Background: an optimization exercise with open tools, aiming at small area. Do not read the settings as production practice. The RTL was checked by simulation tests, not by an equivalence proof against the original design. No activity file was given, so power comes from the tool's default toggle rates.

--- flow/config.mk ---
export PLATFORM = sky130hd
export DESIGN_NAME = fft32_frame_loader
export DESIGN_NICKNAME = fft32_frame_loader
export VERILOG_FILES = /design/flow/design.v
export SDC_FILE = /design/flow/constraint.sdc
export NUM_CORES = 4
export LEC_CHECK = 0
export CAP_MARGIN = 20
export CORE_MARGIN = 2
export CORE_UTILIZATION = 40
export PLACE_DENSITY = 0.6
export SLEW_MARGIN = 20
--- flow/constraint.sdc ---
create_clock -name core_clock -period 5.0 [get_ports {sys_clk}]
set_input_delay 1.0000 -clock core_clock [delete_from_list [all_inputs] [get_ports {sys_clk}]]
set_output_delay 1.0000 -clock core_clock [all_outputs]
set_load 0.01 [all_outputs]
--- flow/design.v ---
module fft32_frame_loader #(
    parameter  int DW  = 34,
    parameter  int NPT = 32,
    localparam int FW  = NPT * DW
) (
    input  logic          sys_clk,
    input  logic          sys_rst_n,
    input  logic [DW-1:0] s_data,
    input  logic          s_valid,
    input  logic          s_last,
    output logic          s_ready,
    output logic [FW-1:0] m_data,
    output logic          m_valid,
    input  logic          m_ready,
    output logic          frame_err,
    output logic [15:0]   frame_cnt
);
    localparam int IDXW = $clog2(NPT);
    logic [FW-1:0]   bank0_r;
    logic [FW-1:0]   bank1_r;
    logic            wr_sel_r;
    logic            rd_sel_r;
    logic [IDXW-1:0] wr_idx_r;
    logic [1:0]      full_r;
    logic            frame_err_r;
    logic [15:0]     frame_cnt_r;
    logic            ready_s;
    logic            accept_s;
    logic            last_slot_s;
    logic            commit_s;
    logic            early_s;
    logic            handoff_s;
    logic            m_valid_s;
    logic [FW-1:0]   m_data_s;
    logic [1:0]      full_next_s;
    assign ready_s     = !full_r[wr_sel_r];
    assign accept_s    = s_valid && ready_s;
    assign last_slot_s = (wr_idx_r == IDXW'(NPT - 1));
    assign commit_s    = accept_s && last_slot_s;
    assign early_s     = accept_s && s_last && !last_slot_s;
    assign m_valid_s   = full_r[rd_sel_r];
    assign handoff_s   = m_valid_s && m_ready;
    assign full_next_s[0] = (full_r[0] && !(handoff_s && !rd_sel_r)) || (commit_s && !wr_sel_r);
    assign full_next_s[1] = (full_r[1] && !(handoff_s &&  rd_sel_r)) || (commit_s &&  wr_sel_r);
    always_comb begin
        if (rd_sel_r) begin
            m_data_s = bank1_r;
        end else begin
            m_data_s = bank0_r;
        end
    end
    always_ff @(posedge sys_clk or negedge sys_rst_n) begin
        if (!sys_rst_n) begin
            bank0_r <= '0;
            bank1_r <= '0;
        end else begin
            for (int k = 0; k < NPT; k++) begin
                if (accept_s && (wr_idx_r == IDXW'(k))) begin
                    if (wr_sel_r) begin
                        bank1_r[k*DW +: DW] <= s_data;
                    end else begin
                        bank0_r[k*DW +: DW] <= s_data;
                    end
                end
            end
        end
    end
    always_ff @(posedge sys_clk or negedge sys_rst_n) begin
        if (!sys_rst_n) begin
            wr_sel_r    <= 1'b0;
            rd_sel_r    <= 1'b0;
            wr_idx_r    <= '0;
            full_r      <= 2'b00;
            frame_err_r <= 1'b0;
            frame_cnt_r <= 16'd0;
        end else begin
            full_r      <= full_next_s;
            frame_err_r <= (commit_s && !s_last) || early_s;
            if (commit_s) begin
                wr_sel_r    <= !wr_sel_r;
                wr_idx_r    <= '0;
                frame_cnt_r <= frame_cnt_r + 16'd1;
            end else if (early_s) begin
                wr_idx_r    <= '0;
            end else if (accept_s) begin
                wr_idx_r    <= wr_idx_r + IDXW'(1);
            end
            if (handoff_s) begin
                rd_sel_r <= !rd_sel_r;
            end
        end
    end
    assign s_ready   = ready_s;
    assign m_valid   = m_valid_s;
    assign m_data    = m_data_s;
    assign frame_err = frame_err_r;
    assign frame_cnt = frame_cnt_r;
endmodule
--- flow/run.sh ---
#!/bin/bash
# synth_recipe.tcl (not shown) runs the flow's synth.tcl, then flattens the netlist and writes it again
# the make line also repeats each setting of config.mk as NAME=value (left out here)
make -C /OpenROAD-flow-scripts/flow DESIGN_CONFIG=/design/flow/config.mk WORK_HOME=/design/flow/orfs CLKGATE_MAP_FILE= SYNTH_SCRIPT=/design/flow/synth_recipe.tcl finish
==> results of run 1 <==
## sequential cells by signal (all words and copies together) (netlist names)
name         count
rd_sel_r         1
frame_cnt_r     16
bank0_r       1088
full_r           2
wr_sel_r         1
wr_idx_r         5
bank1_r       1088
frame_err_r      1
## worst max-delay path, cell delays in order (launching register included)
cell and delay (ps):
dfrtp_4 720, buf_12 250, buf_4 510, mux2_2 400, clkdlybuf4s50_1 650
## through the flow
step	utilization [%]	power (W)
floorplan	-	0.0212
global placement	46.0	0.0242
detailed placement	46.0	0.0242
CTS	49.4	0.0424
global route	49.4	0.0434
finish	49.4	0.0419
## report_power, final
group          leakage (nW)  internal (W)  switching [W]
clock network          3.96        0.0107        0.00736
registers              30.4        0.0186       0.000327
logic                  23.9       0.00238        0.00261
## cell type report
cell class / count / area share, %
Inverter: 4 / 0.0126
Tap cell: 3185 / 3.35
Timing Repair Buffer: 1298 / 10.9
Clock inverter: 65 / 0.838
Sequential cell: 2202 / 46.3
Clock buffer: 359 / 5.92
Antenna cell: 9 / 0.0189
Multi-Input combinational cell: 3439 / 32.6
## kinds of logic (layout without fill, tap and decap cells)
| group | count (synthesis) | in the layout | synth area share [%] |
|---|---|---|---|
| AOI/OAI and AO/OA | 11 | 11 | 0.0671 |
| xor gates and xnor gates | 16 | 16 | 0.145 |
| adders and majority gates | 7 | 7 | 0.0904 |
| buffers and inverters | 575 | 1726 | 3.22 |
| DFF | 2202 | 2202 | 56.8 |
| muxes | 3267 | 3267 | 38.4 |
| other | 0 | 9 | 0 |
| and+or+nand+nor | 138 | 138 | 1.22 |
## layer usage
| layer | wire length, µm | share of wire [%] | track usage (%) |
|---|---|---|---|
| met1 | 138000 | 42 | 34.1 |
| met2 | 153000 | 47 | 41.7 |
| met3 | 24600 | 7.5 | 7.40 |
| met4 | 12900 | 3.9 | 9.16 |
| met5 | 16 | 0.0049 | 0 |
## worst paths after layout
check                           slack [ps]       endpoint  cells past startpoint
worst min register to register         480   bank0_r[325]                      1
worst max-delay path                   560    m_data[939]                      4
max in group asynchronous             3260   bank1_r[294]                      3
min in group core_clock                480   bank0_r[325]                      1
worst min-delay path                    90   bank0_r[132]                      1
worst max register to register        1900  bank0_r[1072]                      7
## cell usage in the layout, fill, tap and decap left out, types with 7 or more instances in the layout
| cell | instances |
|---|---|
| mux2_2 | 2814 |
| dfrtp_1 | 2201 |
| clkdlybuf4s50_1 | 1110 |
| mux2_1 | 332 |
| clkbuf_16 | 237 |
| buf_4 | 139 |
| mux2_4 | 120 |
| clkbuf_8 | 65 |
| clkbuf_1 | 57 |
| buf_12 | 38 |
| nor2_4 | 34 |
| clkinv_2 | 31 |
| bufinv_16 | 21 |
| nand2_1 | 17 |
| nand2_4 | 16 |
| xnor2_1 | 12 |
| nand3_1 | 10 |
| nor2_8 | 10 |
| diode_2 | 9 |
| buf_2 | 9 |
| and3_1 | 8 |
| nand2_2 | 8 |
| ha_1 | 7 |
==> Flow_metrics.wiki, run 1 <==
{| class="wikitable"
! Metric !! Value
|-
| IO Pins || 1,146
|-
| Cell with the most instances after synthesis || mux2_2
|-
| CTS Buffer Depth || 3
|-
| Yosys warning total || 1
|-
| Predominant post-synthesis flop cell || dfrtp_1
|-
| Via density per instance || 5.34
|-
| DR vias || 56,384
|-
| Final Hold Slack || 91.0 ps
|-
| Number of instances in the synthesized netlist || 6,216
|-
| Final setup violation count || 0
|-
| Worst endpoint data arrival time || 3440 ps
|-
| Detailed placer's ending HPWL || 213 mm
|-
| Worst slew margin relative to its limit || 22.8%
|-
| Maximum Capacitance Violations || 0
|-
| Pre-antenna DRT Iters || 7
|-
| First-pass GRT wire length || 461 mm
|-
| GRT Total Usage || 26.2%
|-
| Number of global-route vias before repair || 59,055
|-
| Area occupied by multi-input gates || 38,800 µm²
|-
| Leading area contributor after synthesis || dfrtp_1
|-
| Number of setup buffers added after CTS || 0
|-
| Routed length per placed instance || 31.1 µm
|-
| CTS sink cnt || 2,202
|-
| Post-synth cell types || 41
|-
| Height of the die || 496 µm
|-
| Final Net Count || 7,225
|-
| Worst setup slack after placement || 1050 ps
|-
| Starting density of the core || 40.3%
|-
| RSZ-0062 raised after global routing || false
|-
| Kind of end point of the critical path || output port
|-
| Worst reg2reg path startpoint || wr_idx_r[1]
|-
| Static power due to leakage || 58.3 nW
|-
| Kind of launch point of the worst setup path || flop
|-
| Start point of the critical path || rd_sel_r
|-
| Maximum achievable frequency || 225 MHz
|-
| Placer's final routability congestion estimate || 0.810
|-
| Status || timing/DRC/antenna clean
|-
| Std-Cell Core Area || 241,000 µm²
|-
| Post-layout min period || 4440 ps
|-
| Resize count post-CTS || 0
|-
| Ranking of synthesized cells by area || dfrtp_1 (57%), mux2_2 (33%), mux2_1 (3.9%)
|-
| H-Tree Depth || 4
|-
| Clock tree skew after final layout || 70.4 ps
|-
| Clock latency of the later-clocked register in the worst-skew pair || 880 ps
|-
| Placed cell area || 111,000 µm²
|-
| Die Area || 246,000 µm²
|-
| X dimension of the die || 496 µm
|-
| Initial antenna violation count || 21
|-
| Number of CTS-inserted buffers || 234
|-
| DRC violation count after routing || 0
|-
| Cts hold-fix bufs || 0
|-
| Count of fill cells added during filler insertion || 20,512
|-
| Pwr per Cell Area || 353 nW/µm²
|-
| Worst Slack Setup Final || 558 ps
|-
| Count of flip-flops with a built-in enable after synthesis || 0
|-
| Kind of critical path || flop to output port
|-
| Clock edge transition at the registers on the reported setup and hold paths || 60 ps
|-
| Final sum of negative setup slack || 0 ps
|-
| Placed insts || 10,128
|-
| Post-Layout Inst Area || 119,000 µm²
|-
| Crit path required time || 4000 ps
|-
| Async set-or-reset flop fraction in the synthesized netlist || 100%
|-
| Share of the synthesized area in the top cell type || 56.8%
|-
| Final hold violation count || 0
|-
| Syn Std Cell Area || 96,900 µm²
|-
| Area Overhead vs Synth || 22.7%
|-
| Most instantiated cells after synthesis || mux2_2 (2,814), dfrtp_1 (2,202), mux2_1 (332), clkbuf_1 (250), buf_2 (145)
|-
| Row count || 180
|-
| Peak fanout along the critical path || 39
|-
| Maximum resistive drop on vdd || 289 µV
|-
| Register Area || 55,100 µm²
|-
| Seq/Total Area, Yosys || 56.8%
|-
| Transition time of the tightest slew-check pin || 1160 ps
|-
| Net count of the mapped netlist || 6,262
|-
| Antenna violation net count after detailed routing || 0
|-
| Grt total ovfl || 0
|-
| Final Instance Count excl. Fillers || 10,561
|-
| Count of input and output buffers || 1,145
|-
| Maximum number of pins on one net before global-route repair || 170
|-
| Register bit total from synthesis || 2,202
|-
| Clock Root Buffer || clkbuf_16
|-
| Worst min-delay path category || primary input to async pin
|-
| CTS tree || built
|-
| Crit share post-route || 88.8%
|-
| Detailed Route Iter0 Violations || 3,362
|-
| Pins over their slew limit || 0
|-
| Average cell area after synthesis || 15.6 µm²
|-
| Total wire length || 329 mm
|-
| Share of final-layout standard cells stronger than drive strength 1 || 48.4%
|}
==> run 2, diff against run 1 <==
==> flow/design.v (replaced) <==
module fft32_frame_loader #(
    parameter  int DW  = 34,
    parameter  int NPT = 32,
    localparam int FW  = NPT * DW
) (
    input  logic          sys_clk,
    input  logic          sys_rst_n,
    input  logic [DW-1:0] s_data,
    input  logic          s_valid,
    input  logic          s_last,
    output logic          s_ready,
    output logic [FW-1:0] m_data,
    output logic          m_valid,
    input  logic          m_ready,
    output logic          frame_err,
    output logic [15:0]   frame_cnt
);
    localparam int IDXW = $clog2(NPT);
    logic [FW-1:0]   fill_r;
    logic [FW-1:0]   pres_r;
    logic [FW-1:0]   fill_d;
    logic [IDXW-1:0] wr_idx_r;
    logic            one_r;      
    logic            two_r;      
    logic            frame_err_r;
    logic [15:0]     frame_cnt_r;
    logic            accept_s;
    logic            last_slot_s;
    logic            commit_s;
    logic            early_s;
    assign accept_s    = s_valid && !two_r;
    assign last_slot_s = (wr_idx_r == IDXW'(NPT - 1));
    assign commit_s    = accept_s && last_slot_s;
    assign early_s     = accept_s && s_last && !last_slot_s;
    assign fill_d = accept_s ? {s_data, fill_r[FW-1:DW]} : fill_r;
    always_ff @(posedge sys_clk) begin
        fill_r <= fill_d;
        if (!one_r || m_ready) begin
            pres_r <= fill_d;
        end
    end
    always_ff @(posedge sys_clk or negedge sys_rst_n) begin
        if (!sys_rst_n) begin
            wr_idx_r    <= '0;
            one_r       <= 1'b0;
            two_r       <= 1'b0;
            frame_err_r <= 1'b0;
            frame_cnt_r <= 16'd0;
        end else begin
            one_r       <= commit_s || two_r || (one_r && !m_ready);
            two_r       <= two_r ? !m_ready : (one_r && commit_s && !m_ready);
            frame_err_r <= (commit_s && !s_last) || early_s;
            if (commit_s) begin
                wr_idx_r    <= '0;
                frame_cnt_r <= frame_cnt_r + 16'd1;
            end else if (early_s) begin
                wr_idx_r    <= '0;
            end else if (accept_s) begin
                wr_idx_r    <= wr_idx_r + IDXW'(1);
            end
        end
    end
    assign s_ready   = !two_r;
    assign m_valid   = one_r;
    assign m_data    = pres_r;
    assign frame_err = frame_err_r;
    assign frame_cnt = frame_cnt_r;
endmodule
==> run 2 against run 1 <==
Compared with the run above: worst hold slack better by 350 ps; largest power group unchanged; cell area down 24%; core utilization up 3.4 points; synthesized cell count down 7.1%.
==> Flow_metrics.wiki, run 2 <==
{| class="wikitable"
! Metric !! Value
|-
| Pins over their slew limit || 0 (unchanged)
|-
| Final Net Count || 7,013 (-2.9%)
|-
| Leading area contributor after synthesis || edfxtp_1
|-
| Placed cell area || 83,200 µm² (-25%)
|-
| Count of flip-flops with a built-in enable after synthesis || 1,088 (+1,088)
|-
| Via density per instance || 4.70 (-12%)
|-
| Post-layout min period || 3010 ps (-1430 ps)
|-
| Biggest registers after layout || fill_r x1088, pres_r x1088, frame_cnt_r x16
|-
| Final Hold Slack || 441 ps (+350 ps)
|-
| Kind of end point of the critical path || output port
|-
| Antenna violation net count after detailed routing || 0 (unchanged)
|-
| CTS sink cnt || 2,200 (-0.091%)
|-
| Net count of the mapped netlist || 5,819 (-7.1%)
|-
| Die Area || 176,000 µm² (-29%)
|-
| Grt total ovfl || 0 (unchanged)
|-
| Placer's final routability congestion estimate || 0.905 (+12%)
|-
| Number of global-route vias before repair || 43,388 (-27%)
|-
| Initial antenna violation count || 3 (-86%)
|-
| Resize count post-CTS || 0 (unchanged)
|-
| IO Pins || 1,146 (unchanged)
|-
| Async set-or-reset flop fraction in the synthesized netlist || 1.09% (-99 points)
|-
| Cts hold-fix bufs || 0 (unchanged)
|-
| Height of the die || 419 µm (-16%)
|-
| CTS tree || built
|-
| Cell-by-cell listing of the critical path || clkdlybuf4s50_1
|-
| Slowest cell on the critical path || clkdlybuf4s50_1
|-
| Final setup violation count || 0 (unchanged)
|-
| Static power due to leakage || 39.7 nW (-32%)
|-
| Commonest non-fill, non-tap cells in the layout || nand2_1 (3,269), clkdlybuf4s50_1 (1,145), dfxtp_1 (1,088), edfxtp_1 (1,088), clkbuf_16 (215)
|-
| Register bit total from synthesis || 2,200 (-0.091%)
|-
| Number of setup buffers added after CTS || 0 (unchanged)
|-
| Status || timing/DRC/antenna clean
|-
| Syn Std Cell Area || 68,900 µm² (-29%)
|-
| Family with the most delay on the worst path || buffers and inverters
|-
| Worst slew margin relative to its limit || 23.0% (+0.24 points)
|-
| Cell with the most instances after synthesis || nand2_1
|-
| H-Tree Depth || 4 (unchanged)
|-
| Routed length per placed instance || 21.7 µm (-30%)
|-
| Worst min-delay path category || flop to flop
|-
| First-pass GRT wire length || 290 mm (-37%)
|-
| Maximum Capacitance Violations || 0 (unchanged)
|-
| Yosys warning total || 1 (unchanged)
|-
| Worst Slack Setup Final || 1990 ps (+1430 ps)
|-
| Fin util || 52.8% (+3.4 points)
|-
| DR vias || 44,480 (-21%)
|-
| Post-synth cell types || 28 (-32%)
|-
| Clock edge transition at the registers on the reported setup and hold paths || 60 ps (about the same)
|-
| Pre-antenna DRT Iters || 6 (-1)
|-
| RSZ-0062 raised after global routing || false
|-
| Count of fill cells added during filler insertion || 14,734 (-28%)
|-
| Final hold violation count || 0 (unchanged)
|-
| Ranking of synthesized cells by area || edfxtp_1 (47%), dfxtp_1 (32%), nand2_1 (18%)
|-
| Maximum achievable frequency || 332 MHz (+47%)
|-
| Count of input and output buffers || 1,145 (unchanged)
|-
| Number of instances in the synthesized netlist || 5,777 (-7.1%)
|-
| X dimension of the die || 419 µm (-16%)
|-
| Peak fanout along the critical path || 6 (-85%)
|-
| Std-Cell Core Area || 171,000 µm² (-29%)
|-
| Share of final-layout standard cells stronger than drive strength 1 || 5.74% (-43 points)
|-
| Starting density of the core || 40.2% (about the same)
|-
| Clock tree skew after final layout || 30.3 ps (-40.1 ps)
|-
| Clock Root Buffer || clkbuf_16
|-
| Average cell area after synthesis || 11.9 µm² (-23%)
|-
| Most common cell after layout, fill and taps aside || nand2_1
|-
| GRT Total Usage || 22.7% (-3.4 points)
|-
| Maximum number of pins on one net before global-route repair || 191 (+12%)
|-
| Share of the synthesized area in the top cell type || 47.4% (-9.4 points)
|-
| Transition time of the tightest slew-check pin || 1150 ps (-3.64 ps)
|-
| Crit path required time || 4000 ps (about the same)
|-
| Total wire length || 206 mm (-37%)
|-
| DRC violation count after routing || 0 (unchanged)
|-
| Crit-path max cell delay || 700 ps (-20 ps)
|-
| Most instantiated cells after synthesis || nand2_1 (3,269), dfxtp_1 (1,088), edfxtp_1 (1,088), buf_2 (163), clkbuf_1 (71)
|-
| Detailed Route Iter0 Violations || 3,592 (+6.8%)
|-
| Kind of launch point of the worst setup path || flop
|-
| Area Overhead vs Synth || 31.3%
|-
| Seq/Total Area, Yosys || 79.9% (+23 points)
|-
| CTS Buffer Depth || 3 (unchanged)
|-
| Pwr per Cell Area || 505 nW/µm² (+43%)
|-
| Kind of critical path || flop to output port
|-
| Crit share post-route || 60.3% (-29 points)
|-
| Total buffers and inverters traversed by the critical path || 1 (-2)
|-
| Row count || 152 (-16%)
|-
| Maximum resistive drop on vdd || 353 µV (+22%)
|-
| Design Power || 0.0457 W (+8.9%)
|-
| Number of CTS-inserted buffers || 213 (-9.0%)
|-
| Post-Layout Inst Area || 90,500 µm² (-24%)
|-
| Detailed placer's ending HPWL || 149 mm (-30%)
|-
| Predominant post-synthesis flop cell || edfxtp_1
|-
| Worst endpoint data arrival time || 2010 ps (-1430 ps)
|-
| Clock latency of the later-clocked register in the worst-skew pair || 860 ps (-20 ps)
|-
| Worst setup slack after placement || 1580 ps (+522 ps)
|}
-- run 2: changes by cell type in the layout (fill, tap and decap cells not counted), sizes merged, moves of 8 or more --
cell / delta
edfxtp: +1088
clkdlybuf4s50: +35
diode: -8
clkbuf: -28
dfrtp: -2178
mux2: -3264
nand2: +3228
dfxtp: +1088
nor2: -46
buf: -110
-- run 2: kinds of logic after synthesis --
logic type	count (synthesis)	synth area share, %
xor gates and xnor gates	16	0.203
buffers and inverters	246	1.66
muxes	2	0.0327
AOI/OAI and AO/OA	8	0.0744
DFF	2200	79.9
and+or+nand+nor	3302	18.1
adders and majority gates	3	0.0545
-- run 2: worst paths after layout --
path                                start              end  slack (ps)  cells past startpoint
setup / recovery           frame_cnt_r[0]     frame_cnt[0]        1990                      1
hold / removal                fill_r[688]      fill_r[654]         440                      2
min in group asynchronous       sys_rst_n  frame_cnt_r[10]         510                      2
setup reg to reg                    two_r     pres_r[1049]        2670                      5
hold reg to reg               fill_r[688]      fill_r[654]         440                      2
max in group asynchronous       sys_rst_n      wr_idx_r[1]        4230                      2
-- run 2: power by group --
group / switching, W / total (W) / internal (W)
logic: 0.00328 / 0.00596 / 0.00268
clock network: 0.00684 / 0.0165 / 0.00970
registers: 0.00132 / 0.0232 / 0.0219
-- run 2: per-layer routing --
layer,vias up,share of wire (%),track usage [%],routed length [µm]
met5,-,0,0,0
met1,21642,38,26.0,77500
met2,1368,50,38.9,103000
li1,21111,-,-,-
met4,0,4.8,10.6,9830
met3,359,7.5,6.71,15400
-- run 2: layout make-up --
class	count	area, µm²	share of cell area (%)
Antenna cell	1	2.50	0.00277
Clock buffer	331	6290	6.95
Clock inverter	73	1020	1.13
Inverter	2	7.51	0.00830
Multi-Input combinational cell	3331	12800	14.1
Sequential cell	2200	55100	60.8
Tap cell	2310	2890	3.19
Timing Repair Buffer	1223	12500	13.8
-- run 2: worst register-to-register path, stage by stage, from the launching register on --
cell and delay (ps):
dfrtp_1 430, nand2b_4 680, buf_12 380, buf_4 480, nand2_1 130, nand2_1 100
-- run 2: per-stage QoR --
| stage | TNS (ps) | instances |
|---|---|---|
| after detailed placement | 0 | 9066 |
| after floorplan | -4435860 | 5777 |
| final | 0 | 9471 |
| after global placement | 0 | 9066 |
| after global routing | 0 | 9471 |
| after CTS | 0 | 9470 |
==> run 3, diff against run 2 <==
==> flow/flow/run.sh (new file) <==
#!/bin/bash
# Standard ORFS layout; only the port buffer cell and CTS dummy loads differ.
set -euo pipefail
export BUFFER_PORTS_ARGS="-buffer_cell sky130_fd_sc_hd__buf_1"
export CTS_ARGS="-sink_clustering_enable -repair_clock_nets -dont_use_dummy_load -buf_list {sky130_fd_sc_hd__clkbuf_4 sky130_fd_sc_hd__clkbuf_8}"
bash standard.sh > standard.log 2>&1
==> flow/standard.sh (new file) <==
#!/bin/bash
# synth_recipe.tcl (not shown) runs the flow's synth.tcl, then flattens the netlist and writes it again
# the make line also repeats each setting of config.mk as NAME=value (left out here)
make -C /OpenROAD-flow-scripts/flow DESIGN_CONFIG=/design/flow/config.mk WORK_HOME=/design/flow/orfs CLKGATE_MAP_FILE= SYNTH_SCRIPT=/design/flow/synth_recipe.tcl "${@:-finish}"
--- a/flow/config.mk
+++ b/flow/config.mk
@@ -9,4 +9,5 @@
 export CORE_MARGIN = 2
 export CORE_UTILIZATION = 40
+export CTS_BUF_LIST = sky130_fd_sc_hd__clkbuf_4 sky130_fd_sc_hd__clkbuf_8
 export PLACE_DENSITY = 0.6
 export SLEW_MARGIN = 20
removed: flow/run.sh
==> run 3 against run 2 <==
Compared with the run above: clock power decreased by 24%; sequential power barely moved; still clean; critical path type unchanged; combinational power fell by 31%; setup slack better by 170 ps; maximum frequency increased by 5.9%; sequential share of layout area is 7.2 points higher; critical endpoint unchanged; largest power group unchanged.
==> Flow_metrics.wiki, run 3 <==
{| class="wikitable"
! Metric !! Value
|-
| Status || timing/DRC/antenna clean
|-
| CTS tree || built
|-
| Peak fanout along the critical path || 6 (unchanged)
|-
| Via density per instance || 4.75 (+1.2%)
|-
| Number of global-route vias before repair || 44,265 (+2.0%)
|-
| Family with the most delay on the worst path || flip-flops
|-
| Predominant post-synthesis flop cell || edfxtp_1
|-
| Leading area contributor after synthesis || edfxtp_1
|-
| Placer's final routability congestion estimate || 0.928 (+2.5%)
|-
| Clock Root Buffer || clkbuf_8
|-
| Commonest non-fill, non-tap cells in the layout || nand2_1 (3,269), buf_1 (1,145), dfxtp_1 (1,088), edfxtp_1 (1,088), clkbuf_8 (361)
|-
| Transition time of the tightest slew-check pin || 1040 ps (-112 ps)
|-
| Kind of end point of the critical path || output port
|-
| RSZ-0062 raised after global routing || false
|-
| Async set-or-reset flop fraction in the synthesized netlist || 1.09% (unchanged)
|-
| Share of final-layout standard cells stronger than drive strength 1 || 6.29% (+0.55 points)
|-
| Average cell area after synthesis || 11.9 µm² (unchanged)
|-
| Final Hold Slack || 165 ps (-275 ps)
|-
| Post-layout min period || 2850 ps (-167 ps)
|-
| Most instantiated cells after synthesis || nand2_1 (3,269), dfxtp_1 (1,088), edfxtp_1 (1,088), buf_2 (163), clkbuf_1 (71)
|-
| Pre-antenna DRT Iters || 6 (unchanged)
|-
| Worst endpoint data arrival time || 1850 ps (-160 ps)
|-
| X dimension of the die || 419 µm (unchanged)
|-
| CTS sink cnt || 2,200 (unchanged)
|-
| Final sum of negative setup slack || 0 ps (unchanged)
|-
| Total wire length || 201 mm (-2.5%)
|-
| DRC violation count after routing || 0 (unchanged)
|-
| Design Power || 0.0400 W (-12%)
|-
| Most common cell after layout, fill and taps aside || nand2_1
|-
| Maximum achievable frequency || 351 MHz (+5.9%)
|-
| DR vias || 44,832 (+0.79%)
|-
| Number of instances in the synthesized netlist || 5,777 (unchanged)
|-
| Initial antenna violation count || 3 (unchanged)
|-
| Post-Layout Inst Area || 80,900 µm² (-11%)
|-
| Die Area || 176,000 µm² (unchanged)
|-
| Worst slew margin relative to its limit || 30.5% (+7.5 points)
|-
| Count of input and output buffers || 1,145 (unchanged)
|-
| H-Tree Depth || 5 (+1)
|-
| GRT Total Usage || 22.1% (-0.65 points)
|-
| Cell with the most instances after synthesis || nand2_1
|-
| Routed length per placed instance || 21.3 µm (-2.1%)
|-
| Detailed placer's ending HPWL || 143 mm (-3.8%)
|-
| IO Pins || 1,146 (unchanged)
|-
| Crit-path max cell delay || 480 ps (-220 ps)
|-
| Maximum Capacitance Violations || 0 (unchanged)
|-
| Static power due to leakage || 36.1 nW (-9.2%)
|-
| Internal reg-to-reg setup slack || 2580 ps (-90 ps)
|-
| Starting density of the core || 40.2% (unchanged)
|-
| First-pass GRT wire length || 284 mm (-2.1%)
|-
| Total buffers and inverters traversed by the critical path || 1 (unchanged)
|-
| Clock edge transition at the registers on the reported setup and hold paths || 60 ps (about the same)
|-
| Pins over their slew limit || 0 (unchanged)
|-
| Final hold violation count || 0 (unchanged)
|-
| Count of flip-flops with a built-in enable after synthesis || 1,088 (unchanged)
|-
| Syn Std Cell Area || 68,900 µm² (unchanged)
|-
| Ranking of synthesized cells by area || edfxtp_1 (47%), dfxtp_1 (32%), nand2_1 (18%)
|-
| CTS Buffer Depth || 4 (+1)
|-
| Placed insts || 9,066 (unchanged)
|-
| Worst min-delay path category || primary input to flop
|-
| Clock latency of the later-clocked register in the worst-skew pair || 1060 ps (+200 ps)
|-
| Grt total ovfl || 0 (unchanged)
|-
| Antenna violation net count after detailed routing || 0 (unchanged)
|-
| Std-Cell Core Area || 171,000 µm² (unchanged)
|-
| Biggest registers after layout || fill_r x1088, pres_r x1088, frame_cnt_r x16
|-
| Number of CTS-inserted buffers || 361 (+69%)
|-
| Row count || 152 (unchanged)
|-
| Final setup violation count || 0 (unchanged)
|-
| Area Overhead vs Synth || 17.4%
|-
| Kind of critical path || flop to output port
|-
| Maximum number of pins on one net before global-route repair || 159 (-17%)
|-
| Slowest cell on the critical path || dfrtp_1
|-
| Net count of the mapped netlist || 5,819 (unchanged)
|-
| Clock tree skew after final layout || 97.6 ps (+67.3 ps)
|-
| Share of the synthesized area in the top cell type || 47.4% (unchanged)
|-
| Height of the die || 419 µm (unchanged)
|-
| Final Net Count || 7,162 (+2.1%)
|-
| Crit path required time || 4000 ps (about the same)
|-
| Post-synth cell types || 28 (unchanged)
|-
| Seq/Total Area, Yosys || 79.9% (unchanged)
|-
| Maximum resistive drop on vdd || 267 µV (-24%)
|-
| Cell-by-cell listing of the critical path || buf_1
|-
| Pwr per Cell Area || 495 nW/µm² (-2.0%)
|-
| Detailed Route Iter0 Violations || 3,254 (-9.4%)
|-
| Placed cell area || 76,000 µm² (-8.7%)
|-
| Count of fill cells added during filler insertion || 15,861 (+7.6%)
|-
| Kind of launch point of the worst setup path || flop
|-
| Final Instance Count excl. Fillers || 9,430 (-0.43%)
|-
| Crit share post-route || 56.9% (-3.3 points)
|-
| Yosys warning total || 1 (unchanged)
|-
| Register bit total from synthesis || 2,200 (unchanged)
|}
==> run 3: cell counts after synthesis <==
No cell type changed its count.
==> run 3: kinds of logic after synthesis <==
logic type	after synthesis	synth area share (%)
xor+xnor	16	0.203
compound gates	8	0.0744
flops	2200	79.9
fa+ha+maj	3	0.0545
mux	2	0.0327
simple gates	3302	18.1
buf+inv	246	1.66
==> run 3: what timing repair did <==
item | 4_1_cts | 5_1_grt
hold endpoints to repair | 24 | 0
resized for setup | 0 | 0
buffers inserted | 0 | 0
hold buffers | 1 | 0
==> run 3: final cells by class <==
| type | count | area (µm²) | share of cell area (%) |
|---|---|---|---|
| clock buffer | 361 | 4970 | 6.14 |
| inverter | 2 | 7.51 | 0.00928 |
| tap | 2310 | 2890 | 3.57 |
| sequential | 2200 | 55100 | 68.0 |
| antenna | 2 | 5.00 | 0.00618 |
| timing repair buffer | 1224 | 5260 | 6.49 |
| multi-input combinational | 3331 | 12800 | 15.8 |
==> run 3: final timing paths <==
kind,start,endpoint,cells past startpoint
worst min-delay path,m_ready,two_r,2
max in group asynchronous,sys_rst_n,wr_idx_r[2],3
min in group asynchronous,sys_rst_n,wr_idx_r[3],3
worst max-delay path,frame_cnt_r[0],frame_cnt[0],1
worst min register to register,fill_r[811],fill_r[777],2
worst max register to register,two_r,pres_r[608],4
==> run 3: power by group <==
group / total (W) / leakage [nW] / switching (W) / internal (W)
Combinational: 0.00414 / 11.2 / 0.00309 / 0.00105
Sequential: 0.0234 / 22.3 / 0.00148 / 0.0219
Clock: 0.0125 / 2.60 / 0.00619 / 0.00635
==> run 3: per-layer routing <==
metal / global-route usage, % / vias to the layer above / part of all wire, %
li1: - / 21152 / -
met1: 25.1 / 21753 / 38
met2: 37.6 / 1543 / 50
met3: 6.94 / 384 / 8.0
met4: 10.4 / 0 / 4.5
met5: 0 / - / 0
==> run 3: through the flow <==
| step | worst slack (ps) | util (%) |
|---|---|---|
| floorplan | -4070 | - |
| global placement | 1920 | 44.3 |
| finish | 2150 | 47.2 |
| global route | 2050 | 47.2 |
| detailed placement | 1860 | 44.3 |
| CTS | 2030 | 47.2 |
==> run 4, diff against run 3 <==
--- a/flow/design.v
+++ b/flow/design.v
@@ -17,7 +17,8 @@
 );
     localparam int IDXW = $clog2(NPT);
-    logic [FW-1:0]   fill_r;
+    localparam int SW   = FW - DW;
+    logic [SW-1:0]   fill_r;
+    logic [DW-1:0]   last_r;
     logic [FW-1:0]   pres_r;
-    logic [FW-1:0]   fill_d;
     logic [IDXW-1:0] wr_idx_r;
     logic            one_r;      
@@ -33,9 +34,13 @@
     assign commit_s    = accept_s && last_slot_s;
     assign early_s     = accept_s && s_last && !last_slot_s;
-    assign fill_d = accept_s ? {s_data, fill_r[FW-1:DW]} : fill_r;
     always_ff @(posedge sys_clk) begin
-        fill_r <= fill_d;
+        if (accept_s && !last_slot_s) begin
+            fill_r <= {s_data, fill_r[SW-1:DW]};
+        end
+        if (commit_s) begin
+            last_r <= s_data;
+        end
         if (!one_r || m_ready) begin
-            pres_r <= fill_d;
+            pres_r <= {(two_r ? last_r : s_data), fill_r};
         end
     end
==> flow/flow/run.sh (replaced) <==
#!/bin/bash
# Standard ORFS layout; only the port buffer cell and the CTS options differ.
set -euo pipefail
export BUFFER_PORTS_ARGS="-buffer_cell sky130_fd_sc_hd__buf_1"
export CTS_ARGS="-sink_clustering_enable -repair_clock_nets -dont_use_dummy_load -buf_list {sky130_fd_sc_hd__clkbuf_4 sky130_fd_sc_hd__clkbuf_8 sky130_fd_sc_hd__clkbuf_16} -sink_clustering_size 25 -sink_clustering_max_diameter 100"
bash standard.sh > standard.log 2>&1
--- a/flow/config.mk
+++ b/flow/config.mk
@@ -9,5 +9,4 @@
 export CORE_MARGIN = 2
 export CORE_UTILIZATION = 40
-export CTS_BUF_LIST = sky130_fd_sc_hd__clkbuf_4 sky130_fd_sc_hd__clkbuf_8
 export PLACE_DENSITY = 0.6
 export SLEW_MARGIN = 20
==> run 4 against run 3 <==
Compared with the run above: still clean; non-clock buffer count fell by 12; setup slack got worse by 16 ps; worst hold slack improved by 79 ps; cell count fell by 38%; via count fell by 39%; die area fell by 3.0%; combinational power fell by 78%; critical path depth rose by 5; clock skew rose by 12 ps; critical endpoint is now fill_r[280]; largest cell class unchanged; largest power group unchanged.
==> Flow_metrics.wiki, run 4 <==
{| class="wikitable"
! Metric !! Value
|-
| Leading area contributor after synthesis || edfxtp_1
|-
| Async set-or-reset flop fraction in the synthesized netlist || 1.09% (unchanged)
|-
| Average cell area after synthesis || 29.0 µm² (+140%)
|-
| Most common cell after layout, fill and taps aside || edfxtp_1
|-
| Area Overhead vs Synth || 15.3%
|-
| Final setup violation count || 0 (unchanged)
|-
| CTS tree || built
|-
| Count of input and output buffers || 1,145 (unchanged)
|-
| CTS Buffer Depth || 3 (-1)
|-
| Internal reg-to-reg setup slack || 2140 ps (-440 ps)
|-
| Placed cell area || 74,600 µm² (-1.8%)
|-
| Share of total power consumed by net switching || 20.0% (-6.9 points)
|-
| Post-Layout Inst Area || 77,100 µm² (-4.7%)
|-
| Worst reg2reg path endpoint || fill_r[280]
|-
| Crit path required time || 5300 ps (+1300 ps)
|-
| First-pass GRT wire length || 188 mm (-34%)
|-
| Number of instances in the synthesized netlist || 2,307 (-60%)
|-
| Antenna violation net count after detailed routing || 0 (unchanged)
|-
| Ranking of synthesized cells by area || edfxtp_1 (98%), dfrtp_1 (0.90%), mux2_2 (0.59%)
|-
| Commonest non-fill, non-tap cells in the layout || edfxtp_1 (2,176), buf_1 (1,145), clkbuf_16 (100)
|-
| Worst Slack Setup Final || 2140 ps (-15.8 ps)
|-
| Final sum of negative setup slack || 0 ps (unchanged)
|-
| Crit share post-route || 57.2% (+0.32 points)
|-
| Worst slew margin relative to its limit || 31.9% (+1.4 points)
|-
| Share of final-layout standard cells stronger than drive strength 1 || 5.93% (-0.37 points)
|-
| Kind of launch point of the worst setup path || flop
|-
| Number of setup buffers added after CTS || 0 (unchanged)
|-
| Net count of the mapped netlist || 2,349 (-60%)
|-
| Seq/Total Area, Yosys || 98.6% (+19 points)
|-
| Register with the most flip-flops || pres_r
|-
| Register bit total from synthesis || 2,200 (unchanged)
|-
| Yosys warning total || 1 (unchanged)
|-
| Combinational power share || 2.9% (-7.4 points)
|-
| Cts hold-fix bufs || 0 (-1)
|-
| Worst min-delay path category || primary input to async pin
|-
| Kind of end point of the critical path || flop
|-
| Placer's final routability congestion estimate || 0.832 (-10%)
|-
| Final hold violation count || 0 (unchanged)
|-
| Starting density of the core || 40.1% (-0.11 points)
|-
| Row count || 150 (-1.3%)
|-
| Die Area || 170,000 µm² (-3.0%)
|-
| Maximum number of pins on one net before global-route repair || 154 (-3.1%)
|-
| Static power due to leakage || 25.8 nW (-29%)
|-
| Maximum achievable frequency || 349 MHz (-0.55%)
|-
| Biggest registers after layout || pres_r x1088, fill_r x1054, last_r x34
|-
| Count of flip-flops with a built-in enable after synthesis || 2,176 (+100%)
|-
| Count of fill cells added during filler insertion || 13,778 (-13%)
|-
| Number of CTS-inserted buffers || 100 (-72%)
|-
| Start point of the critical path || wr_idx_r[0]
|-
| Kind of critical path || flop to flop
|-
| P_int || 0.0251 W (-14%)
|-
| Register share of total power || 69.8% (+12 points)
|-
| GRT Total Usage || 15.6% (-6.4 points)
|-
| Post-layout min period || 2860 ps (+15.8 ps)
|-
| CTS sink cnt || 2,200 (unchanged)
|-
| Detailed placer's ending HPWL || 102 mm (-29%)
|-
| Maximum Capacitance Violations || 0 (unchanged)
|-
| Grt total ovfl || 0 (unchanged)
|-
| DR vias || 27,210 (-39%)
|-
| Pwr per Cell Area || 407 nW/µm² (-18%)
|-
| Final Net Count || 3,655 (-49%)
|-
| Height of the die || 413 µm (-1.5%)
|-
| Syn Std Cell Area || 66,900 µm² (-3.0%)
|-
| Std-Cell Core Area || 167,000 µm² (-2.7%)
|-
| Share of the synthesized area in the top cell type || 97.7% (+50 points)
|-
| Clock Root Buffer || clkbuf_16
|-
| Net switching power || 0.00626 W (-42%)
|-
| Cell with the most instances after synthesis || edfxtp_1
|-
| Initial antenna violation count || 1 (-2)
|-
| Resize count post-CTS || 0 (unchanged)
|-
| Max reg flops || 1,088
|-
| Routed length per placed instance || 24.3 µm (+14%)
|-
| Cell count of the worst reg-to-reg path || 6 (+2)
|-
| Status || timing/DRC/antenna clean
|-
| Total wire length || 141 mm (-30%)
|-
| Number of global-route vias before repair || 26,310 (-41%)
|-
| Clock network fraction of design power || 27.3% (-4.0 points)
|-
| Most instantiated cells after synthesis || edfxtp_1 (2,176), mux2_2 (35), dfrtp_1 (24), xnor2_1 (13)
|-
| Clock tree skew after final layout || 110 ps (+12.2 ps)
|-
| Clock latency of the later-clocked register in the worst-skew pair || 710 ps (-350 ps)
|-
| Via density per instance || 4.68 (-1.6%)
|-
| Maximum resistive drop on vdd || 278 µV (+4.1%)
|-
| Worst endpoint data arrival time || 3160 ps (+1310 ps)
|-
| Pins over their slew limit || 0 (unchanged)
|-
| H-Tree Depth || 3 (-2)
|-
| DRC violation count after routing || 0 (unchanged)
|-
| Transition time of the tightest slew-check pin || 1020 ps (-21.1 ps)
|-
| RSZ-0062 raised after global routing || false
|-
| Detailed Route Iter0 Violations || 2,545 (-22%)
|-
| Predominant post-synthesis flop cell || edfxtp_1
|-
| Pre-antenna DRT Iters || 6 (unchanged)
|-
| Worst reg2reg path startpoint || wr_idx_r[0]
|-
| X dimension of the die || 413 µm (-1.5%)
|-
| Worst setup slack after placement || 1910 ps (+49.8 ps)
|-
| Clock edge transition at the registers on the reported setup and hold paths || 90 ps (+30 ps)
|-
| Peak fanout along the critical path || 153 (+147)
|-
| IO Pins || 1,146 (unchanged)
|-
| Post-synth cell types || 29 (+3.6%)
|}
==> run 4: changes by cell type after synthesis, moves of 33 or more <==
cell / previous run / this run
dfxtp_1: 1088 / 0
mux2_2: 2 / 35
clkbuf_1: 71 / 2
nand2_1: 3269 / 6
buf_2: 163 / 4
edfxtp_1: 1088 / 2176
==> run 4: how the worst max path moves through the flow <==
stage                        endpoint  cells past startpoint
after global routing      fill_r[157]                      6
after global placement    pres_r[815]                      3
final                     fill_r[280]                      6
after floorplan             fill_r[0]                      3
after detailed placement   fill_r[26]                      5
after CTS                     s_ready                      3
==> run 4: area by class of cell <==
cell class,count,area [µm²],share of cell area [%]
timing repair buffer,1212,5000,6.48
sequential,2200,65900,85.5
tap,2204,2760,3.58
antenna,1,2.50,0.00325
inverter,1,3.75,0.00487
multi-input combinational,98,891,1.16
clock buffer,100,2500,3.25
==> run 4: routing by layer <==
metal  GRT usage (%)  wire length, µm
met1            18.6            52300
met2            27.2            73200
met3            4.53            11600
met4            5.25             4130
met5               0                0
==> run 4: kinds of logic (layout without fill, tap and decap cells) <==
family	count (synthesis)	after routing	share of synthesized area, %
AOI/OAI and AO/OA	9	9	0.0842
adders and majority gates	3	3	0.0561
muxes	35	35	0.589
and+or+nand+nor	35	35	0.342
DFF	2200	2200	98.6
buffers and inverters	9	1313	0.0805
xor gates and xnor gates	16	16	0.221
other	0	1	0
==> run 4: stage by stage <==
step                instances  hold slack, ps  power [W]  utilization (%)
floorplan                2307             400     0.0226                -
global placement         5714             401     0.0232             44.7
detailed placement       5715             405     0.0233             44.8
CTS                      5815             159     0.0317             46.3
global route             5815             227     0.0324             46.3
finish                   5816             244     0.0314             46.3
==> run 4: power by group through the flow <==
stage	Clock, W	Sequential, W	Combinational, W
after global placement	0	0.0223	0.000934
after detailed placement	0	0.0223	0.000936
after floorplan	0	0.0224	0.000136
after global routing	0.00942	0.0220	0.000998
final	0.00857	0.0219	0.000921
after CTS	0.00886	0.0219	0.000937
==> run 4: worst max-delay path, stage by stage, from the launching register on <==
cell and delay [ps]:
dfrtp_1 440, ha_1 240, and3_1 200, ha_2 230, nor2_4 160, buf_12 290
buf_12 520
==> run 5, diff against run 4 <==
==> flow/flow/run.sh (replaced) <==
#!/bin/bash
# Standard ORFS layout; only the port buffer cell and the CTS options differ.
set -euo pipefail
export BUFFER_PORTS_ARGS="-buffer_cell sky130_fd_sc_hd__buf_1"
export CTS_ARGS="-sink_clustering_enable -repair_clock_nets -dont_use_dummy_load -buf_list sky130_fd_sc_hd__clkbuf_16 -sink_clustering_size 40 -sink_clustering_max_diameter 60"
bash standard.sh > standard.log 2>&1
--- a/flow/config.mk
+++ b/flow/config.mk
@@ -8,5 +8,5 @@
 export CAP_MARGIN = 20
 export CORE_MARGIN = 2
-export CORE_UTILIZATION = 40
-export PLACE_DENSITY = 0.6
+export CORE_UTILIZATION = 60
+export PLACE_DENSITY = 0.7
 export SLEW_MARGIN = 20
==> run 5 against run 4 <==
Compared with the run above: maximum frequency is 0.48% higher; sequential power hardly changed; clock-buffer cell count is 16 higher; critical path depth is 3 lower; critical endpoint is now s_ready.
==> Flow_metrics.wiki, run 5 <==
{| class="wikitable"
! Metric !! Value
|-
| Status || timing/DRC/antenna clean
|-
| Number of instances in the synthesized netlist || 2,307 (unchanged)
|-
| Cell-by-cell listing of the critical path || buf_4 -> inv_1 -> buf_1
|-
| Predominant post-synthesis flop cell || edfxtp_1
|-
| Combinational power share || 3.1% (+0.2 points)
|-
| Static power due to leakage || 26.0 nW (+0.80%)
|-
| CTS Buffer Depth || 3 (unchanged)
|-
| Detailed placer's ending HPWL || 111 mm (+9.0%)
|-
| Cell with the most instances after synthesis || edfxtp_1
|-
| Clock latency of the later-clocked register in the worst-skew pair || 760 ps (+50 ps)
|-
| Number of global-route vias before repair || 27,628 (+5.0%)
|-
| Fin util || 69.3% (+23 points)
|-
| Share of final-layout standard cells stronger than drive strength 1 || 6.24% (+0.31 points)
|-
| Kind of launch point of the worst setup path || flop
|-
| Std-Cell Core Area || 111,000 µm² (-34%)
|-
| Crit-path max cell delay || 470 ps (-50 ps)
|-
| Number of setup buffers added after CTS || 0 (unchanged)
|-
| GRT Total Usage || 25.8% (+10 points)
|-
| Family with the most delay on the worst path || buffers and inverters
|-
| Post-layout min period || 2850 ps (-13.7 ps)
|-
| Transition time of the tightest slew-check pin || 1030 ps (+10.1 ps)
|-
| Commonest non-fill, non-tap cells in the layout || edfxtp_1 (2,176), buf_1 (1,145), clkbuf_16 (116)
|-
| Kind of end point of the critical path || output port
|-
| Worst min-delay path category || primary input to async pin
|-
| First-pass GRT wire length || 202 mm (+7.1%)
|-
| Crit path required time || 4000 ps (-1300 ps)
|-
| Share of total power consumed by net switching || 19.8% (-0.13 points)
|-
| Worst endpoint data arrival time || 1850 ps (-1310 ps)
|-
| Worst slew margin relative to its limit || 31.2% (-0.68 points)
|-
| Clock tree skew after final layout || 127 ps (+17.6 ps)
|-
| Row count || 122 (-19%)
|-
| Syn Std Cell Area || 66,900 µm² (unchanged)
|-
| Area Overhead vs Synth || 14.6%
|-
| X dimension of the die || 338 µm (-18%)
|-
| Average cell area after synthesis || 29.0 µm² (unchanged)
|-
| Count of flip-flops with a built-in enable after synthesis || 2,176 (unchanged)
|-
| Final hold violation count || 0 (unchanged)
|-
| Total wire length || 151 mm (+6.9%)
|-
| Maximum achievable frequency || 351 MHz (+0.48%)
|-
| Maximum number of pins on one net before global-route repair || 108 (-30%)
|-
| Initial antenna violation count || 9 (+8)
|-
| Share of the synthesized area in the top cell type || 97.7% (unchanged)
|-
| Crit share post-route || 57.0% (-0.27 points)
|-
| Net count of the mapped netlist || 2,349 (unchanged)
|-
| Die Area || 114,000 µm² (-33%)
|-
| Max reg flops || 1,088 (unchanged)
|-
| Seq/Total Area, Yosys || 98.6% (unchanged)
|-
| Clock network fraction of design power || 28.5% (+1.2 points)
|-
| Final Hold Slack || 219 ps (-25.7 ps)
|-
| CTS tree || built
|-
| DR vias || 28,183 (+3.6%)
|-
| Count of input and output buffers || 1,145 (unchanged)
|-
| Clock edge transition at the registers on the reported setup and hold paths || 120 ps (+30 ps)
|-
| Register share of total power || 68.4% (-1.4 points)
|-
| Maximum Capacitance Violations || 0 (unchanged)
|-
| Register with the most flip-flops || pres_r
|-
| Number of CTS-inserted buffers || 116 (+16%)
|-
| Leading area contributor after synthesis || edfxtp_1
|-
| Ranking of synthesized cells by area || edfxtp_1 (98%), dfrtp_1 (0.90%), mux2_2 (0.59%)
|-
| Kind of critical path || flop to output port
|-
| Antenna violation net count after detailed routing || 0 (unchanged)
|-
| Final setup violation count || 0 (unchanged)
|-
| Total buffers and inverters traversed by the critical path || 3 (+1)
|-
| Resize count post-CTS || 0 (unchanged)
|-
| CTS sink cnt || 2,200 (unchanged)
|-
| Post-synth cell types || 29 (unchanged)
|-
| Peak fanout along the critical path || 38 (-75%)
|-
| P_int || 0.0256 W (+2.1%)
|-
| Async set-or-reset flop fraction in the synthesized netlist || 1.09% (unchanged)
|-
| Net switching power || 0.00634 W (+1.3%)
|-
| Cts hold-fix bufs || 0 (unchanged)
|-
| Yosys warning total || 1 (unchanged)
|-
| Height of the die || 338 µm (-18%)
|-
| Final Net Count || 3,667 (+0.33%)
|-
| RSZ-0062 raised after global routing || false
|-
| Most instantiated cells after synthesis || edfxtp_1 (2,176), mux2_2 (35), dfrtp_1 (24), xnor2_1 (13)
|-
| IO Pins || 1,146 (unchanged)
|-
| Final sum of negative setup slack || 0 ps (unchanged)
|-
| Pins over their slew limit || 0 (unchanged)
|-
| DRC violation count after routing || 0 (unchanged)
|-
| Routed length per placed instance || 29.5 µm (+22%)
|-
| Via density per instance || 5.51 (+18%)
|-
| Pre-antenna DRT Iters || 5 (-1)
|-
| Pwr per Cell Area || 417 nW/µm² (+2.6%)
|-
| Placer's final routability congestion estimate || 0.952 (+14%)
|-
| Register bit total from synthesis || 2,200 (unchanged)
|-
| Maximum resistive drop on vdd || 297 µV (+6.9%)
|-
| Detailed Route Iter0 Violations || 2,558 (+0.51%)
|-
| H-Tree Depth || 3 (unchanged)
|-
| Grt total ovfl || 0 (unchanged)
|-
| Starting density of the core || 60.4% (+20 points)
|-
| Slowest cell on the critical path || buf_4
|-
| Most common cell after layout, fill and taps aside || edfxtp_1
|-
| Clock Root Buffer || clkbuf_16
|-
| Biggest registers after layout || pres_r x1088, fill_r x1054, last_r x34
|}
-- run 5: layout make-up --
cell class / count / area [µm²]
clock buffer: 116 / 2900
sequential: 2200 / 65900
fill: 6544 / 34000
inverter: 1 / 3.75
multi-input combinational: 98 / 891
timing repair buffer: 1208 / 5030
tap: 1488 / 1860
antenna: 4 / 10.0
-- run 5: cell families after synthesis --
group | Yosys count | share of synthesized area [%]
adders and majority gates | 3 | 0.0561
AOI/OAI and AO/OA | 9 | 0.0842
and+or+nand+nor | 35 | 0.342
DFF | 2200 | 98.6
muxes | 35 | 0.589
buffers and inverters | 9 | 0.0805
xor gates and xnor gates | 16 | 0.221
-- run 5: per-stage QoR --
stage | cell area [µm²] | std cells | setup slack, ps | total power, W
floorplan | 66900 | 2307 | -12140 | 0.0226
global placement | 73700 | 4995 | 1990 | 0.0232
detailed placement | 73700 | 4995 | 1960 | 0.0233
CTS | 76600 | 5111 | 2090 | 0.0322
global route | 76600 | 5115 | 2050 | 0.0329
finish | 76600 | 5115 | 2150 | 0.0320
-- run 5: worst reg2reg max path: stages, from the launching register on --
cell and delay (ps):
dfrtp_1 430, ha_1 250, and3_1 200, ha_2 230
nor2_4 480, buf_12 360, buf_12 440
-- run 5: path summary, 6_finish.rpt --
| kind | startpoint | end | slack, ps | depth (start not counted) |
|---|---|---|---|---|
| min in group core_clock | fill_r[1045] | fill_r[1011] | 330 | 0 |
| max reg2reg | wr_idx_r[0] | fill_r[381] | 2210 | 6 |
| min reg2reg | fill_r[1045] | fill_r[1011] | 330 | 0 |
| max | two_r | s_ready | 2150 | 3 |
| max in group asynchronous | sys_rst_n | frame_cnt_r[12] | 4400 | 2 |
| min | sys_rst_n | two_r | 220 | 2 |
-- run 5: power groups by stage --
stage / Clock (W) / Combinational, W / Sequential (W)
3_5_place_dp: 0 / 0.000996 / 0.0223
6_report: 0.00910 / 0.000990 / 0.0219
2_1_floorplan: 0 / 0.000136 / 0.0224
4_1_cts: 0.00926 / 0.00100 / 0.0219
5_1_grt: 0.00983 / 0.00105 / 0.0220
3_3_place_gp: 0 / 0.000993 / 0.0223
-- run 5: layer usage --
metal,wire length (µm),vias to the layer above,GRT usage [%]
li1,-,11881,-
met1,48400,14555,28.8
met2,80600,1466,45.6
met3,14400,279,7.46
met4,7640,2,12.5
met5,13,-,0
==> run 6, diff against run 5 <==
==> flow/flow/run.sh (replaced) <==
#!/bin/bash
# Standard ORFS layout; only the port buffer cell and the CTS options differ.
set -euo pipefail
export BUFFER_PORTS_ARGS="-buffer_cell sky130_fd_sc_hd__buf_1"
export CTS_ARGS="-sink_clustering_enable -repair_clock_nets -dont_use_dummy_load -buf_list sky130_fd_sc_hd__clkbuf_4 -sink_clustering_size 10 -sink_clustering_max_diameter 40"
bash standard.sh > standard.log 2>&1
==> run 6 against run 5 <==
Compared with the run above: clock power is 17% lower; core utilization is 0.45 points lower; critical path type unchanged; still clean; largest cell class unchanged; power is 4.7% lower.
==> Flow_metrics.wiki, run 6 <==
{| class="wikitable"
! Metric !! Value
|-
| Syn Std Cell Area || 66,900 µm² (unchanged)
|-
| Share of final-layout standard cells stronger than drive strength 1 || 10.1% (+3.8 points)
|-
| Worst min-delay path category || primary input to flop
|-
| CTS sink cnt || 2,200 (unchanged)
|-
| Most common cell after layout, fill and taps aside || edfxtp_1
|-
| Predominant post-synthesis flop cell || edfxtp_1
|-
| Final hold violation count || 0 (unchanged)
|-
| Total buffers and inverters traversed by the critical path || 3 (unchanged)
|-
| Post-Layout Inst Area || 76,100 µm² (-0.65%)
|-
| Cell-by-cell listing of the critical path || buf_4 -> inv_1 -> buf_1
|-
| GRT Total Usage || 26.3% (+0.44 points)
|-
| Grt total ovfl || 0 (unchanged)
|-
| Maximum Capacitance Violations || 0 (unchanged)
|-
| Kind of critical path || flop to output port
|-
| Seq/Total Area, Yosys || 98.6% (unchanged)
|-
| First-pass GRT wire length || 205 mm (+1.8%)
|-
| Most instantiated cells after synthesis || edfxtp_1 (2,176), mux2_2 (35), dfrtp_1 (24), xnor2_1 (13)
|-
| DR vias || 29,051 (+3.1%)
|-
| Count of input and output buffers || 1,145 (unchanged)
|-
| Share of the synthesized area in the top cell type || 97.7% (unchanged)
|-
| Max reg flops || 1,088 (unchanged)
|-
| Worst slew margin relative to its limit || 30.9% (-0.32 points)
|-
| Number of global-route vias before repair || 29,221 (+5.8%)
|-
| Via density per instance || 5.48 (-0.63%)
|-
| Leading area contributor after synthesis || edfxtp_1
|-
| Final sum of negative setup slack || 0 ps (unchanged)
|-
| Static power due to leakage || 26.0 nW (about the same)
|-
| Placed cell area || 73,700 µm² (unchanged)
|-
| Pre-antenna DRT Iters || 7 (+2)
|-
| Kind of end point of the critical path || output port
|-
| Pins over their slew limit || 0 (unchanged)
|-
| Cts hold-fix bufs || 35 (+35)
|-
| Yosys warning total || 1 (unchanged)
|-
| Worst endpoint data arrival time || 2170 ps (+320 ps)
|-
| Register with the most flip-flops || pres_r
|-
| Height of the die || 338 µm (unchanged)
|-
| Status || timing/DRC/antenna clean
|-
| Final Hold Slack || 200 ps (-18.5 ps)
|-
| Initial antenna violation count || 4 (-5)
|-
| Net count of the mapped netlist || 2,349 (unchanged)
|-
| Area Overhead vs Synth || 13.9%
|-
| Clock edge transition at the registers on the reported setup and hold paths || 100 ps (-20 ps)
|-
| Maximum number of pins on one net before global-route repair || 108 (unchanged)
|-
| Die Area || 114,000 µm² (unchanged)
|-
| Met1 layer wirelength in the final routing || 48.3 mm (-0.18%)
|-
| Crit share post-route || 63.5% (+6.5 points)
|-
| Resize count post-CTS || 0 (unchanged)
|-
| Detailed Route Iter0 Violations || 2,607 (+1.9%)
|-
| Maximum resistive drop on vdd || 300 µV (+0.90%)
|-
| Clock tree skew after final layout || 154 ps (+26.4 ps)
|-
| Crit path required time || 4000 ps (about the same)
|-
| Antenna violation net count after detailed routing || 0 (unchanged)
|-
| Final Net Count || 3,860 (+5.3%)
|-
| Kind of launch point of the worst setup path || flop
|-
| Post-layout min period || 3170 ps (+324 ps)
|-
| Final setup violation count || 0 (unchanged)
|-
| Maximum achievable frequency || 315 MHz (-10%)
|-
| Cell with the most instances after synthesis || edfxtp_1
|-
| Count of flip-flops with a built-in enable after synthesis || 2,176 (unchanged)
|-
| Clock Root Buffer || clkbuf_4
|-
| Row count || 122 (unchanged)
|-
| Routed length per placed instance || 28.7 µm (-2.7%)
|-
| Detailed placer's ending HPWL || 111 mm (unchanged)
|-
| Number of setup buffers added after CTS || 0 (unchanged)
|-
| Biggest registers after layout || pres_r x1088, fill_r x1054, last_r x34
|-
| Slowest cell on the critical path || buf_4
|-
| Crit-path max cell delay || 470 ps (about the same)
|-
| IO Pins || 1,146 (unchanged)
|-
| Number of instances in the synthesized netlist || 2,307 (unchanged)
|-
| Register bit total from synthesis || 2,200 (unchanged)
|-
| Commonest non-fill, non-tap cells in the layout || edfxtp_1 (2,176), buf_1 (1,145), clkbuf_4 (274)
|-
| Pwr per Cell Area || 400 nW/µm² (-4.1%)
|-
| RSZ-0062 raised after global routing || false
|-
| Met3 Routed Length || 16.3 mm (+13%)
|-
| CTS Buffer Depth || 4 (+1)
|-
| Clock latency of the later-clocked register in the worst-skew pair || 1160 ps (+400 ps)
|-
| Topmost layer with routed signal wires || met5
|-
| Total wire length || 152 mm (+0.96%)
|-
| Ranking of synthesized cells by area || edfxtp_1 (98%), dfrtp_1 (0.90%), mux2_2 (0.59%)
|-
| Family with the most delay on the worst path || buffers and inverters
|-
| Worst Slack Setup Final || 1830 ps (-324 ps)
|-
| Peak fanout along the critical path || 38 (unchanged)
|-
| Async set-or-reset flop fraction in the synthesized netlist || 1.09% (unchanged)
|-
| Placer's final routability congestion estimate || 0.952 (unchanged)
|-
| X dimension of the die || 338 µm (unchanged)
|-
| CTS tree || built
|-
| H-Tree Depth || 5 (+2)
|-
| Transition time of the tightest slew-check pin || 1040 ps (+4.73 ps)
|-
| DRC violation count after routing || 0 (unchanged)
|-
| Starting density of the core || 60.4% (unchanged)
|-
| Std-Cell Core Area || 111,000 µm² (unchanged)
|-
| Post-synth cell types || 29 (unchanged)
|-
| Number of CTS-inserted buffers || 274 (+140%)
|-
| Count of fill cells added during filler insertion || 6,719 (+2.7%)
|-
| Average cell area after synthesis || 29.0 µm² (unchanged)
|-
| Length of routed met2 wiring || 79.5 mm (-1.3%)
|-
| Worst setup slack after placement || 1960 ps (unchanged)
|}
[run 6: cell count changes in the layout (fill, tap and decap cells not counted)]
cell,delta
diode_2,-2
clkbuf_4,+274
clkbuf_16,-116
dlygate4sd3_1,+35
[run 6: kinds of logic (layout without fill, tap and decap cells)]
kind of cell | Yosys count | after routing | share of synthesized area, %
xor+xnor | 16 | 16 | 0.221
flops | 2200 | 2200 | 98.6
fa+ha+maj | 3 | 3 | 0.0561
compound gates | 9 | 9 | 0.0842
buf+inv | 9 | 1518 | 0.0805
simple gates | 35 | 35 | 0.342
other cells | 0 | 2 | 0
mux | 35 | 35 | 0.589
[run 6: stage by stage]
step	total power, W	std cells	util (%)
after detailed placement	0.0233	4995	66.6
after floorplan	0.0226	2307	-
after CTS	0.0308	5304	68.8
after global placement	0.0232	4995	66.6
after global routing	0.0316	5306	68.8
final	0.0305	5306	68.8
[run 6: final cells by class]
| class | count | area (µm²) | share of cell area [%] |
|---|---|---|---|
| Sequential cell | 2200 | 65900 | 86.6 |
| Timing Repair Buffer | 1243 | 5380 | 7.07 |
| Clock buffer | 274 | 2060 | 2.70 |
| Tap cell | 1488 | 1860 | 2.45 |
| Multi-Input combinational cell | 98 | 891 | 1.17 |
| Antenna cell | 2 | 5.00 | 0.00657 |
| Inverter | 1 | 3.75 | 0.00493 |
[run 6: report_power, final]
part	leakage (nW)	switching, W	internal [W]	total [W]
Sequential	22.5	0.000564	0.0213	0.0219
Clock	1.26	0.00504	0.00254	0.00758
Combinational	2.23	0.000774	0.000243	0.00102
Total	26.0	0.00638	0.0241	0.0305
[run 6: final timing paths]
kind / from / end / slack (ps) / cells past startpoint
worst max-delay path: two_r / s_ready / 1830 / 3
max in group asynchronous: sys_rst_n / frame_cnt_r[15] / 4240 / 3
worst min register to register: fill_r[475] / pres_r[475] / 340 / 0
min in group asynchronous: sys_rst_n / one_r / 360 / 3
worst max register to register: wr_idx_r[0] / fill_r[118] / 2110 / 6
worst min-delay path: s_data[12] / last_r[12] / 200 / 1
[run 6: metal layers]
metal | GRT usage [%] | up-vias
met5 | 0 | -
met4 | 14.1 | 2
li1 | - | 12343
met2 | 44.8 | 1585
met3 | 9.67 | 374
met1 | 28.6 | 14747
==> run 7, diff against run 6 <==
==> flow/flow/run.sh (replaced) <==
#!/bin/bash
# Standard ORFS layout; only the port buffer cell and the CTS options differ.
set -euo pipefail
export BUFFER_PORTS_ARGS="-buffer_cell sky130_fd_sc_hd__buf_1"
export CTS_ARGS="-sink_clustering_enable -repair_clock_nets -dont_use_dummy_load -buf_list sky130_fd_sc_hd__clkbuf_8 -sink_clustering_size 24 -sink_clustering_max_diameter 50"
bash standard.sh > standard.log 2>&1
--- a/flow/config.mk
+++ b/flow/config.mk
@@ -8,5 +8,5 @@
 export CAP_MARGIN = 20
 export CORE_MARGIN = 2
-export CORE_UTILIZATION = 60
-export PLACE_DENSITY = 0.7
+export CORE_UTILIZATION = 70
+export PLACE_DENSITY = 0.8
 export SLEW_MARGIN = 20
==> run 7 against run 6 <==
Compared with the run above: the flow now stops in I/O pin placement; area after synthesis unchanged; synthesized cell count unchanged.
==> Flow_metrics.wiki, run 7 <==
{| class="wikitable"
! Metric !! Value
|-
| Height of the die || 313 µm (-7.3%)
|-
| Post-synth cell types || 29 (unchanged)
|-
| Most instantiated cells after synthesis || edfxtp_1 (2,176), mux2_2 (35), dfrtp_1 (24), xnor2_1 (13)
|-
| Async set-or-reset flop fraction in the synthesized netlist || 1.09% (unchanged)
|-
| Count of flip-flops with a built-in enable after synthesis || 2,176 (unchanged)
|-
| Leading area contributor after synthesis || edfxtp_1
|-
| Row count || 113 (-7.4%)
|-
| Ranking of synthesized cells by area || edfxtp_1 (98%), dfrtp_1 (0.90%), mux2_2 (0.59%)
|-
| Net count of the mapped netlist || 2,349 (unchanged)
|-
| Cell with the most instances after synthesis || edfxtp_1
|-
| Predominant post-synthesis flop cell || edfxtp_1
|-
| Seq/Total Area, Yosys || 98.6% (unchanged)
|-
| Status || aborted with a tool error
|-
| Starting density of the core || 70.5% (+10 points)
|-
| Register bit total from synthesis || 2,200 (unchanged)
|-
| X dimension of the die || 313 µm (-7.3%)
|-
| Syn Std Cell Area || 66,900 µm² (unchanged)
|-
| Yosys warning total || 1 (unchanged)
|-
| Share of the synthesized area in the top cell type || 97.7% (unchanged)
|-
| Number of instances in the synthesized netlist || 2,307 (unchanged)
|-
| Error msg || [ERROR PPL-0024] Number of IO pins (1146) exceeds maximum number of available positions (1128). Increase the die perimeter from 1252.22um to 1558.56um.
|-
| Stage where the flow stopped || I/O pin placement
|-
| Average cell area after synthesis || 29.0 µm² (unchanged)
|}
## run 7: logic make-up after synthesis
group	count (synthesis)	synth area share [%]
AOI/OAI and AO/OA	9	0.0842
xor gates and xnor gates	16	0.221
adders and majority gates	3	0.0561
buffers and inverters	9	0.0805
DFF	2200	98.6
muxes	35	0.589
and+or+nand+nor	35	0.342

## re-timing with driven ports
In the flow no input, the clock included, has a driving cell. The finished layouts below were timed again as built, in two steps.
Step 1 assumes that a clkbuf_16 drives the clock port and a buf_2 every other input.
Step 2, shift: input delay + t, output delay - t, t = (earliest + latest rising clock arrival at the registers) / 2. This alone moves slack from input paths to output paths.
Three values: no drivers, after step 1, after step 2; two values: the first two.
run | t, ns | setup slack, ns | latest minus earliest clock arrival (ns) | pins driven straight from the clock port
run 1 | 0.932 | 0.558 / 0.464 / 1.108 | 0.077 / 0.077 | 1
run 2 | 0.938 | 1.986 / 1.898 / 1.472 | 0.035 / 0.035 | 1
run 3 | 1.087 | 2.154 / 2.073 / 1.781 | 0.114 / 0.115 | 1
run 4 | 0.754 | 2.138 / 2.138 / 1.851 | 0.136 / 0.137 | 1
run 5 | 0.772 | 2.152 / 2.075 / 1.929 | 0.128 / 0.128 | 1
run 6 | 1.167 | 1.827 / 1.752 / 1.369 | 0.170 / 0.170 | 1
After both steps setup and hold are still met in every run listed. The setup slack of run 2, which loses most, moves by -0.088 ns with the drivers and by -0.514 ns with both steps.
